This design comes from an exercise in tuning for small area and few clock cycles on the open sky130 flow, not from production work.
No run shown here included a check of the RTL's function; only the layout flow was run.

## flow/design.v (module list and top-level ports; edited modules follow where they fit)
// module iqfir_lane: 2044 lines
// module iqfir_resid: 93 lines
// module iqfir_slicer: 176 lines
// module iq_fir_qpsk_slicer: 133 lines
module iq_fir_qpsk_slicer (
  input  logic                                 clk,
  input  logic                                 rst,
  input  logic                                 s_tvalid,
  output logic                                 s_tready,
  input  logic [iqfir_pkg::IN_TDATA_W-1:0]     s_tdata,
  output logic                                 m_tvalid,
  input  logic                                 m_tready,
  output logic [iqfir_pkg::OUT_TDATA_W-1:0]    m_tdata,
  output logic                                 m_tuser,
  input  logic                                 cfg_valid,
  output logic                                 cfg_ready,
  input  logic [iqfir_pkg::CFG_IDX_W-1:0]      cfg_index,
  input  logic [iqfir_pkg::WEIGHT_W-1:0]       cfg_data
);
  // ...
==> flow/flow/run.sh <==
#!/bin/bash
# Layout flow: the standard synthesis, then an inverter cleanup around the full adders
# (flow/polfix.py, checked equivalent with ABC's cec before it is used), then the standard
# layout steps. Each tool writes its full output to its own log file here.
set -euo pipefail
RES=$PWD/orfs/results/$FLOW_PLATFORM/iq_fir_qpsk_slicer/base
LIB=$FLOW_HOME/platforms/$FLOW_PLATFORM/lib/sky130_fd_sc_hd__tt_025C_1v80.lib

bash standard.sh "$RES/1_2_yosys.v" > std_synth.log 2>&1

cp "$RES/1_2_yosys.v" yosys_orig.v
if python3 flow/polfix.py yosys_orig.v yosys_pol.v > polfix.log 2>&1; then
  for n in orig pol; do
    yosys -q -p "read_liberty -ignore_miss_func $LIB; read_verilog yosys_$n.v; hierarchy -top $FLOW_TOP; flatten; proc; opt_clean; techmap; opt -fast; dffunmap; write_blif -gates $n.blif" > yosys_blif_$n.log 2>&1
  done
  yosys-abc -c "cec orig.blif pol.blif" > cec.log 2>&1 || true
  if grep -q "Networks are equivalent" cec.log; then
    cp yosys_pol.v "$RES/1_2_yosys.v"
    echo "using the cleaned netlist" >> polfix.log
  else
    echo "cec did not prove equivalence; keeping the standard netlist" >> polfix.log
  fi
  rm -f orig.blif pol.blif
fi

# smallest buffer on each port (the standard flow picks a larger delay cell); clock tree
# from small clock buffers, without the dummy loads CTS adds for balancing
export BUFFER_PORTS_ARGS="-buffer_cell sky130_fd_sc_hd__buf_1"
export CTS_ARGS="-sink_clustering_enable -repair_clock_nets -dont_use_dummy_load -buf_list {sky130_fd_sc_hd__clkbuf_4 sky130_fd_sc_hd__clkbuf_8}"
bash standard.sh > std_layout.log 2>&1
==> flow/flow/polfix.py <==
#!/usr/bin/env python3
"""Inverter cleanup around full adders in a flat gate-level netlist (Yosys output).

A full adder is self-dual: FA(~a, ~b, ~c) = (~sum, ~cout). Synthesis leaves inverters between
chained sky130 fa cells; this script chooses for each fa cell whether to implement it on
complemented signals so that as few inverters as possible are needed (simulated annealing,
then a greedy pass); an xor2/xnor2 that drives such a signal may swap to the other kind
instead of needing an inverter. It then rebuilds the inverters: at most one per signal and
polarity.  Usage: polfix.py IN.v OUT.v"""
import re
import sys
import random

OUT_PINS = {"X", "Y", "Q", "Q_N", "SUM", "COUT", "HI", "LO"}
INV_RE = re.compile(r"^sky130_fd_sc_hd__(inv|clkinv)_\d+$")
FA_RE = re.compile(r"^sky130_fd_sc_hd__fa_\d+$")
XOR_RE = re.compile(r"^sky130_fd_sc_hd__(xor2|xnor2)_(\d+)$")
FA_IN = ("A", "B", "CIN")
FA_OUT = ("SUM", "COUT")

src = open(sys.argv[1]).read()
m = re.search(r"\bmodule\b.*?;", src, re.S)
body_start = m.end()
end = src.rindex("endmodule")

# ports
ports = set()
for d in re.finditer(r"^\s*(input|output|inout)\s+(?:wire\s+)?(\[[^\]]*\]\s*)?([^;]+);", src, re.M):
    for nm in d.group(3).split(","):
        nm = nm.strip()
        if d.group(2):
            a, b = [int(x) for x in d.group(2).strip()[1:-1].split(":")]
            for i in range(min(a, b), max(a, b) + 1):
                ports.add(f"{nm}[{i}]")
        ports.add(nm)
out_ports = set()
for d in re.finditer(r"^\s*output\s+(?:wire\s+)?(\[[^\]]*\]\s*)?([^;]+);", src, re.M):
    for nm in d.group(2).split(","):
        nm = nm.strip()
        if d.group(1):
            a, b = [int(x) for x in d.group(1).strip()[1:-1].split(":")]
            for i in range(min(a, b), max(a, b) + 1):
                out_ports.add(f"{nm}[{i}]")
        out_ports.add(nm)

if re.search(r"^\s*assign\b", src, re.M):
    sys.exit("netlist has assign statements; not handled")

inst_re = re.compile(r"^\s*(sky130_fd_sc_hd__\w+)\s+(\S+)\s*\((.*?)\);\s*$", re.S | re.M)
pin_re = re.compile(r"\.(\w+)\(\s*(.*?)\s*\)(?=\s*[,)]|\s*$)", re.S)
insts = []
for mm in inst_re.finditer(src, body_start, end):
    typ, name, body = mm.group(1), mm.group(2), mm.group(3)
    pins = {}
    for p in re.finditer(r"\.(\w+)\((.*?)\)\s*(,|$)", body, re.S):
        pins[p.group(1)] = p.group(2).strip()
    insts.append({"type": typ, "name": name, "pins": pins, "span": mm.span()})

def norm(n):
    return n.strip()

driver = {}
for i, it in enumerate(insts):
    for p, n in it["pins"].items():
        if p in OUT_PINS:
            driver[norm(n)] = (i, p)

is_inv = [bool(INV_RE.match(it["type"])) for it in insts]
is_fa = [bool(FA_RE.match(it["type"])) for it in insts]
# inverters that drive a port, or whose input is a constant, stay as ordinary gates
for i, it in enumerate(insts):
    if is_inv[i]:
        y = norm(it["pins"]["Y"]); a = norm(it["pins"]["A"])
        if y in ports or "'" in a:
            is_inv[i] = False

def root(n):
    """(root net, parity) of net n, following removable inverters."""
    par = 0
    seen = 0
    while n in driver and is_inv[driver[n][0]]:
        n = norm(insts[driver[n][0]]["pins"]["A"])
        par ^= 1
        seen += 1
        if seen > 1000:
            raise SystemExit("inverter loop")
    return n, par

# loads: every input pin of a non-removable cell, plus output ports
loads = []   # (inst index or -1 for port, pin, root, parity)
for i, it in enumerate(insts):
    if is_inv[i]:
        continue
    for p, n in it["pins"].items():
        if p in OUT_PINS:
            continue
        n = norm(n)
        if "'" in n:
            continue
        r, par = root(n)
        loads.append((i, p, r, par))
for n in out_ports:
    if n in driver and is_inv[driver[n][0]]:
        pass  # cannot happen (port-driving inverters are kept)

# root -> driving fa (if any)
root_fa = {}
for i, it in enumerate(insts):
    if is_fa[i]:
        for p in FA_OUT:
            root_fa[norm(it["pins"][p])] = i
root_xor = {}
for i, it in enumerate(insts):
    if XOR_RE.match(it["type"]):
        n = norm(it["pins"].get("X", it["pins"].get("Y", "")))
        if n and n not in out_ports:
            root_xor[n] = i
loads_of = {}
for k, (i, p, r, par) in enumerate(loads):
    loads_of.setdefault(r, []).append(k)
# port nets that are roots need their true value
port_need = {r for r in out_ports if r in driver}

o = [0] * len(insts)

def need_of(r):
    need = set()
    for k in loads_of.get(r, []):
        i, p, _, par = loads[k]
        need.add(par ^ (o[i] if is_fa[i] else 0))
    if r in port_need:
        need.add(0)
    return need

def phys_of(r, need):
    if r in root_fa:
        return o[root_fa[r]]
    if r in root_xor:
        return 1 if need == {1} else 0
    return 0

def cost_root(r):
    need = need_of(r)
    return 1 if (need - {phys_of(r, need)}) else 0

roots = set(loads_of) | set(root_fa)
total = sum(cost_root(r) for r in roots)
fa_roots = {}
for i, it in enumerate(insts):
    if is_fa[i]:
        rs = set(norm(it["pins"][p]) for p in FA_OUT)
        for p in FA_IN:
            n = norm(it["pins"][p])
            if "'" not in n:
                rs.add(root(n)[0])
        fa_roots[i] = rs
start = total
import math
rnd = random.Random(1)
order = list(fa_roots)
best = total
best_o = list(o)
steps = 200 * max(1, len(order))
T0, T1 = 2.0, 0.05
for step in range(steps):
    T = T0 * (T1 / T0) ** (step / steps)
    i = order[rnd.randrange(len(order))]
    before = sum(cost_root(r) for r in fa_roots[i])
    o[i] ^= 1
    after = sum(cost_root(r) for r in fa_roots[i])
    d = after - before
    if d <= 0 or rnd.random() < math.exp(-d / T):
        total += d
        if total < best:
            best = total
            best_o = list(o)
    else:
        o[i] ^= 1
o = best_o
total = best
improved = True
while improved:
    improved = False
    for i in order:
        before = sum(cost_root(r) for r in fa_roots[i])
        o[i] ^= 1
        after = sum(cost_root(r) for r in fa_roots[i])
        if after < before:
            total += after - before
            improved = True
        else:
            o[i] ^= 1

# rebuild
cnt = [0]
def newnet(base):
    cnt[0] += 1
    return f"_pol{cnt[0]}_"
new_wires = []
new_insts = []
net_of = {}   # (root, parity) -> net name
xor_flip = set()
for r in roots:
    need = need_of(r)
    phys = phys_of(r, need)
    if r in root_xor and phys == 1:
        xor_flip.add(root_xor[r])
    if phys == 0:
        net_of[(r, 0)] = r
        if 1 in need:
            nn = newnet(r); new_wires.append(nn)
            new_insts.append(("sky130_fd_sc_hd__inv_1", r, nn))
            net_of[(r, 1)] = nn
    else:
        pn = newnet(r); new_wires.append(pn)
        net_of[(r, 1)] = pn
        if 0 in need:
            new_insts.append(("sky130_fd_sc_hd__inv_1", pn, r))
            net_of[(r, 0)] = r

def esc(v):
    return v + " " if v.startswith("\\") else v

pos = 0
body_text = src
pieces = []
last = 0
for i, it in enumerate(insts):
    s, e = it["span"]
    pieces.append(src[last:s])
    last = e
    if is_inv[i]:
        continue
    pins = dict(it["pins"])
    for p, n in it["pins"].items():
        nn = norm(n)
        if p in OUT_PINS:
            if (is_fa[i] and o[i]) or i in xor_flip:
                pins[p] = net_of[(nn, 1)]
            continue
        if "'" in nn:
            continue
        r, par = root(nn)
        need = par ^ (o[i] if is_fa[i] else 0)
        pins[p] = net_of[(r, need)]
    typ = it["type"]
    if i in xor_flip:
        mm = XOR_RE.match(typ)
        typ = f"sky130_fd_sc_hd__{'xnor2' if mm.group(1) == 'xor2' else 'xor2'}_{mm.group(2)}"
        pins = {("Y" if k == "X" else "X" if k == "Y" else k): v for k, v in pins.items()}
    txt = f"  {typ} {it['name']} (\n" + ",\n".join(f"    .{p}({esc(v)})" for p, v in pins.items()) + "\n  );"
    pieces.append(txt)
pieces.append(src[last:end])
decl = "".join(f"  wire {w};\n" for w in new_wires)
invs = "".join(f"  sky130_fd_sc_hd__inv_1 _polinv{k}_ (\n    .A({esc(a)}),\n    .Y({esc(y)})\n  );\n"
               for k, (t, a, y) in enumerate(new_insts))
res = src[:body_start] + "\n" + decl + "".join(pieces)[len(src[:body_start]):] + invs + src[end:]
open(sys.argv[2], "w").write(res)
ninv_before = sum(1 for i, it in enumerate(insts) if INV_RE.match(it["type"]))
ninv_kept = sum(1 for i, it in enumerate(insts) if INV_RE.match(it["type"]) and not is_inv[i])
print(f"polfix: fa {sum(is_fa)}, flipped {sum(o)}, inverters {ninv_before} -> {ninv_kept + len(new_insts)} (cost {start} -> {total})")
==> flow/standard.sh <==
#!/bin/bash
# synth_recipe.tcl (not shown) runs the flow's synth.tcl, then flattens the netlist and writes it again
# the make line also repeats each setting of config.mk as NAME=value (left out here)
make -C /OpenROAD-flow-scripts/flow DESIGN_CONFIG=/design/flow/config.mk WORK_HOME=/design/flow/orfs CLKGATE_MAP_FILE= SYNTH_SCRIPT=/design/flow/synth_recipe.tcl "${@:-finish}"
==> flow/config.mk <==
export PLATFORM = sky130hd
export DESIGN_NAME = iq_fir_qpsk_slicer
export DESIGN_NICKNAME = iq_fir_qpsk_slicer
export VERILOG_FILES = /design/flow/design.v
export SDC_FILE = /design/flow/constraint.sdc
export NUM_CORES = 4
export LEC_CHECK = 0
export CAP_MARGIN = 20
export CORE_MARGIN = 2
export CORE_UTILIZATION = 40
export SLEW_MARGIN = 20
==> flow/constraint.sdc <==
create_clock -name core_clock -period 7.5 [get_ports {clk}]
set_input_delay 1.5000 -clock core_clock [delete_from_list [all_inputs] [get_ports {clk}]]
set_output_delay 1.5000 -clock core_clock [all_outputs]
set_load 0.01 [all_outputs]
==> run summary, run 1 <==
outcome=no timing/DRC/antenna violations; H-tree depth=3; YS warnings=1; Inverters, non-clock=105; Arr. time, crit path=7650 ps; fin crit share=0.965; RSZ-0062 raised after global routing=no; Hold Path Origin=s1_tag[17]$_DFFE_PN_; count of filler cells inserted in the layout=between 10k and 15k; non-clk buf share=0.0499; register area=10,700 um^2; Finished Cell Area=52,400 um^2; clk_skew=around 110 ps; cts repair resizes=0; Final Max Slew Viols=0; Max Root-Sink Buffers=3; Die Y=353 um; largest net degree at the start of global routing=between 80 and 90; CP dominant cell by count=fa_1; port bufs=230; vias=37.4k; Layout Utilization=0.435; Buf/Inv on CP=0; Hold Crit Class=flip-flop to flip-flop; Core Area=120,000 um^2; sequential cells=376; antenna viol nets, final=0; clock-pin slew on the worst setup and hold paths=60 ps; fin worst setup slack=264 ps
==> module iq_fir_qpsk_slicer, before the edit <==
module iq_fir_qpsk_slicer (
  input  logic                                 clk,
  input  logic                                 rst,
  input  logic                                 s_tvalid,
  output logic                                 s_tready,
  input  logic [iqfir_pkg::IN_TDATA_W-1:0]     s_tdata,
  output logic                                 m_tvalid,
  input  logic                                 m_tready,
  output logic [iqfir_pkg::OUT_TDATA_W-1:0]    m_tdata,
  output logic                                 m_tuser,
  input  logic                                 cfg_valid,
  output logic                                 cfg_ready,
  input  logic [iqfir_pkg::CFG_IDX_W-1:0]      cfg_index,
  input  logic [iqfir_pkg::WEIGHT_W-1:0]       cfg_data
);
  logic [59:0]      digits;
  logic [3:0]       fill;
  logic             en;
  logic             accept;
  logic [15:0]      hi0, hi1, hi2, hi3;
  logic [15:0]      hq0, hq1, hq2, hq3;
  logic [15:0]      in_i, in_q;
  logic [19:0]      bd_one, bd_two, bd_neg;
  logic [25:0]      sum_i_n, sum_q_n;
  logic             s1_valid;
  logic [30:0]      s1_tag;
  logic             s1_fvalid;
  logic [25:0]      s1_sum_i, s1_sum_q;
  logic [30:0]      o_tag;
  logic             o_fvalid;
  logic [25:0]      o_sum_i, o_sum_q;
  logic [15:0]      o_filt_i, o_filt_q;
  logic [5:0]       c6_i, c6_q;
  logic [5:0]       o_c6_i, o_c6_q;
  logic             e_i, e_q, o_e_i, o_e_q;
  logic [15:0]      raw_i, raw_q;
  assign in_i = s_tdata[46:31];
  assign in_q = s_tdata[62:47];
  assign en        = !m_tvalid || m_tready;
  assign s_tready  = en;
  assign accept    = s_tvalid && en;
  assign cfg_ready = 1'b1;
  function automatic logic [11:0] booth(input logic [7:0] w);
    logic [3:0] one, two, neg;
    for (int i = 0; i < 4; i++) begin
      logic b2, b1, b0;
      b2 = w[2*i + 1];
      b1 = w[2*i];
      b0 = (i == 0) ? 1'b0 : w[2*i - 1];
      one[i] = b1 ^ b0;
      two[i] = (b2 & !b1 & !b0) | (!b2 & b1 & b0);
      neg[i] = b2;
    end
    booth = {neg, two, one};
  endfunction
  always_ff @(posedge clk) begin
    if (rst) begin
      digits <= {booth(8'd1), booth(8'd2), booth(8'd3), booth(8'd2), booth(8'd1)};
    end else if (cfg_valid && cfg_index < 3'd5) begin
      digits[cfg_index*12 +: 12] <= booth(cfg_data);
    end
  end
  always_comb begin
    for (int k = 0; k < 5; k++) begin
      logic m;
      m = (k == 0) ? 1'b1 : fill[k - 1];
      bd_one[4*k +: 4] = digits[12*k +: 4] & {4{m}};
      bd_two[4*k +: 4] = digits[12*k + 4 +: 4] & {4{m}};
      bd_neg[4*k +: 4] = digits[12*k + 8 +: 4];
    end
  end
  always_ff @(posedge clk) begin
    if (rst) begin
      fill <= '0;
    end else if (accept) begin
      fill <= {fill[2:0], 1'b1};
    end
  end
  always_ff @(posedge clk) begin
    if (accept) begin
      hi0 <= in_i;  hi1 <= hi0;  hi2 <= hi1;  hi3 <= hi2;
      hq0 <= in_q;  hq1 <= hq0;  hq2 <= hq1;  hq3 <= hq2;
    end
  end
  iqfir_lane u_lane_i (
    .x0 (in_i), .x1 (hi0), .x2 (hi1), .x3 (hi2), .x4 (hi3),
    .one (bd_one), .two (bd_two), .neg (bd_neg), .sum (sum_i_n)
  );
  iqfir_lane u_lane_q (
    .x0 (in_q), .x1 (hq0), .x2 (hq1), .x3 (hq2), .x4 (hq3),
    .one (bd_one), .two (bd_two), .neg (bd_neg), .sum (sum_q_n)
  );
  always_ff @(posedge clk) begin
    if (rst) begin
      s1_valid <= 1'b0;
      m_tvalid <= 1'b0;
    end else if (en) begin
      s1_valid <= s_tvalid;
      m_tvalid <= s1_valid;
    end
  end
  always_ff @(posedge clk) begin
    if (en) begin
      s1_tag    <= s_tdata[30:0];
      s1_fvalid <= fill[3];
      s1_sum_i  <= sum_i_n;
      s1_sum_q  <= sum_q_n;
    end
  end
  iqfir_resid u_res_i (.sum (s1_sum_i), .valid (s1_fvalid), .c6 (c6_i), .e (e_i));
  iqfir_resid u_res_q (.sum (s1_sum_q), .valid (s1_fvalid), .c6 (c6_q), .e (e_q));
  always_ff @(posedge clk) begin
    if (en) begin
      o_tag    <= s1_tag;
      o_fvalid <= s1_fvalid;
      o_sum_i  <= s1_sum_i;
      o_sum_q  <= s1_sum_q;
      o_c6_i   <= c6_i;
      o_c6_q   <= c6_q;
      o_e_i    <= e_i;
      o_e_q    <= e_q;
    end
  end
  iqfir_slicer u_div_i (.sum (o_sum_i), .valid (o_fvalid), .c6 (o_c6_i), .e (o_e_i),
                        .quot (o_filt_i));
  iqfir_slicer u_div_q (.sum (o_sum_q), .valid (o_fvalid), .c6 (o_c6_q), .e (o_e_q),
                        .quot (o_filt_q));
  assign raw_i = s1_valid ? hi1 : hi0;
  assign raw_q = s1_valid ? hq1 : hq0;
  assign m_tdata = {3'b000, o_filt_i[15], o_filt_q[15], o_filt_q, o_filt_i,
                    o_sum_q, o_sum_i, raw_q, raw_i, o_tag};
  assign m_tuser = o_fvalid;
endmodule
==> run 2, diff against run 1 <==
--- a/flow/design.v
+++ b/flow/design.v
@@ -2341,5 +2341,5 @@
   input  logic [iqfir_pkg::WEIGHT_W-1:0]       cfg_data
 );
-  logic [59:0]      digits;
+  iqfir_pkg::taps_t taps;
   logic [3:0]       fill;
   logic             en;
@@ -2368,31 +2368,23 @@
   assign accept    = s_tvalid && en;
   assign cfg_ready = 1'b1;
-  function automatic logic [11:0] booth(input logic [7:0] w);
-    logic [3:0] one, two, neg;
-    for (int i = 0; i < 4; i++) begin
-      logic b2, b1, b0;
-      b2 = w[2*i + 1];
-      b1 = w[2*i];
-      b0 = (i == 0) ? 1'b0 : w[2*i - 1];
-      one[i] = b1 ^ b0;
-      two[i] = (b2 & !b1 & !b0) | (!b2 & b1 & b0);
-      neg[i] = b2;
-    end
-    booth = {neg, two, one};
-  endfunction
   always_ff @(posedge clk) begin
     if (rst) begin
-      digits <= {booth(8'd1), booth(8'd2), booth(8'd3), booth(8'd2), booth(8'd1)};
+      taps <= iqfir_pkg::TAP_RESET;
     end else if (cfg_valid && cfg_index < 3'd5) begin
-      digits[cfg_index*12 +: 12] <= booth(cfg_data);
+      taps[cfg_index*8 +: 8] <= cfg_data;
     end
   end
   always_comb begin
     for (int k = 0; k < 5; k++) begin
-      logic m;
-      m = (k == 0) ? 1'b1 : fill[k - 1];
-      bd_one[4*k +: 4] = digits[12*k +: 4] & {4{m}};
-      bd_two[4*k +: 4] = digits[12*k + 4 +: 4] & {4{m}};
-      bd_neg[4*k +: 4] = digits[12*k + 8 +: 4];
+      for (int i = 0; i < 4; i++) begin
+        logic b2, b1, b0, m;
+        m  = (k == 0) ? 1'b1 : fill[k - 1];
+        b2 = taps[8*k + 2*i + 1];
+        b1 = taps[8*k + 2*i];
+        b0 = (i == 0) ? 1'b0 : taps[8*k + 2*i - 1];
+        bd_one[4*k + i] = (b1 ^ b0) & m;
+        bd_two[4*k + i] = ((b2 & !b1 & !b0) | (!b2 & b1 & b0)) & m;
+        bd_neg[4*k + i] = b2;
+      end
     end
   end
==> run summary, run 2 <==
floorplan row count=132; Layout Utilization=0.431 (-0.00458); Die Y=364 um (+3.2%); clock-pin slew on the worst setup and hold paths=50 ps (about the same); commonest cells after routing, fill and taps aside=fa_1 (708), a22oi_1 (512), xnor2_1 (410); Setup crit start kind=flip-flop; antenna viol nets, final=0 (unchanged); count of filler cells inserted in the layout=12.4k (+8.2%); Starting Density=0.402; Final Max Slew Viols=0 (unchanged); outcome=no timing/DRC/antenna violations; largest net degree at the start of global routing=133 (+51%); cells after synthesis=5,369; Post-route DRC=0; H-tree depth=3 (unchanged); Fin. Hold Viols=0; Arr. time, crit path=7730 ps (+80 ps); worst slew pin tran=1180 ps; Clock Latency Late Sink=770 ps; WL/cell=25.1 um; synthesized area=roughly 52,000 um^2; Max-slew headroom=0.214; crit path max fanout=16; Boundary Pins=236; syn avg cell area=9.65 um^2; Critical R2R Launch=taps[13]$_SDFFE_PP0P_; clk_skew=99.6 ps (-5.89 ps); multi-input logic area=38,400 um^2; Final Setup Violations=0; YS warnings=1 (unchanged); fin crit share=0.962 (-0.00263); Initial DRC Count=5,392; layout cells sized above 1=0.0846; worst r2r dst=s1_sum_q[24]$_DFFE_PN_; Max Root-Sink Buffers=3 (unchanged); first-pass GRT wire length=269,000 um; CTS sink count=356; grt ovf=0; crit path kind=flip-flop to flip-flop; Placement Setup Slack=-141 ps; Achievable Freq=0.139 GHz; register area=10,300 um^2 (-3.5%); vias in the first global route=41.6k; WP data required=roughly 8000 ps; initial antenna violation count=2; Worst Hold End=o_tag[4]$_DFFE_PN_; leading cell type in the layout, fill and taps excluded=fa_1; min cycle time layout=7220 ps; CTS tree=built; R2R setup slack=280 ps; max reg flops=40; MaxCap Viol Count=0; width of the die=364 um; final wirelength=177,000 um; die footprint=132,000 um^2; Reg with most FFs=taps; post-DP HPWL=139,000 um; Hold Path Origin=s1_tag[4]$_DFFE_PN_; Hold Crit Class=flip-flop to flip-flop; NumNets Final=6,262; port bufs=230 (unchanged); hold path depth=0; Root Driver=clkbuf_8; gpl congestion=about 0.95; fin worst setup slack=284 ps (+19.7 ps); element type at the critical path end=flip-flop; Largest regs=taps (40), o_tag (31), s1_tag (31); Avg Vias per Cell=6.13; vias=43.2k (+15%); Total GRT Usage=0.265; total CTS buffers=73; Core Area=129,000 um^2 (+7.2%); Reg2Reg Depth=22; DRT Pass-1 Iters=6; Area Overhead vs Synth=7.22%
## run 2: worst max-delay path by stage
stage	startpoint	endpoint	slack [ps]	cells past startpoint
after floorplan	taps[11]$_SDFFE_PP0P_	s1_sum_q[24]$_DFFE_PN_	370	25
after global placement	taps[9]$_SDFFE_PP1P_	s1_sum_q[24]$_DFFE_PN_	-100	23
after detailed placement	taps[10]$_SDFFE_PP0P_	s1_sum_q[24]$_DFFE_PN_	-140	22
after CTS	taps[11]$_SDFFE_PP0P_	s1_sum_q[24]$_DFFE_PN_	70	23
after global routing	taps[13]$_SDFFE_PP0P_	s1_sum_q[25]$_DFFE_PN_	-10	22
final	taps[13]$_SDFFE_PP0P_	s1_sum_q[24]$_DFFE_PN_	280	22
## run 2: metal layers
layer | track usage | wire, um
met1 | 0.383 | 75900
met2 | 0.400 | 77400
met3 | 0.0626 | 19200
met4 | 0.0644 | 4700
met5 | 0 | 0
## run 2: worst max-delay path: stages, from the launching register on
cell	delay, ps
dfxtp_2	400
or3b_2	500
a21boi_4	190
buf_12	180
a22oi_1	120
xnor2_1	190
fa_1	480
fa_1	570
fa_1	430
fa_1	470
fa_1	420
fa_1	520
fa_1	470
ha_1	400
nand3_1	150
nor2_1	60
a21o_1	210
o31a_1	350
a31oi_2	300
o311a_1	240
o21bai_1	80
a21oi_1	180
xnor2_1	70
## run 2: layout make-up
cell class                 instances  area share
clock buffer                      73      0.0181
timing repair buffer             456      0.0497
inverter                         241      0.0164
antenna                            3    0.000135
multi-input combinational       4179       0.691
tap                             1742      0.0392
sequential                       356       0.185
## run 2: timing repair
item | 4_1_cts | 5_1_grt
buffers inserted | 0 | 1
pin swaps | 0 | 2
hold buffers | 0 | 0
setup endpoints to repair | 4 | 13
gates cloned | 0 | 1
gates resized for setup | 1 | 12
## run 2: per-stage QoR
step | TNS (ps) | hold slack, ps | instances | cell area [um^2]
after floorplan | 0 | 400 | 5371 | 51800
after global placement | -98.0 | 401 | 6972 | 54500
after detailed placement | -206 | 405 | 6972 | 54500
after CTS | 0 | 387 | 7045 | 55500
after global routing | -24.1 | 392 | 7048 | 55600
final | 0 | 387 | 7050 | 55600

what the ideal ports hide:
No port has a modelled driver above. Below, the same layouts with a new extraction and two added sets of constraints. Step 1, drivers: a clkbuf_16 drives clk and a buf_2 each remaining input, both assumed. Step 2 moves the port delays by t, midway between the first and last clock arrival at a register: inputs arrive t later, outputs are due t later. That takes back most of the time a late clock gives input paths. a / b / c = ideal / step 1 / step 2; a / b = the first two.
run | t, ns | slack for setup (ns) | hold slack, ns | worst setup path after step 2 | worst data-port slew with drivers (ns)
run 1 | 0.773 | 0.264 / 0.264 / 0.048 | 0.406 / 0.406 / 0.406 | input to register | 0.21
run 2 | 0.782 | 0.284 / 0.284 / 0.093 | 0.387 / 0.387 / 0.387 | input to register | 0.12
After both steps every run listed still meets setup and hold. The setup slack of run 1, which loses most, moves by 0.000 ns with the drivers and by -0.216 ns with both steps.
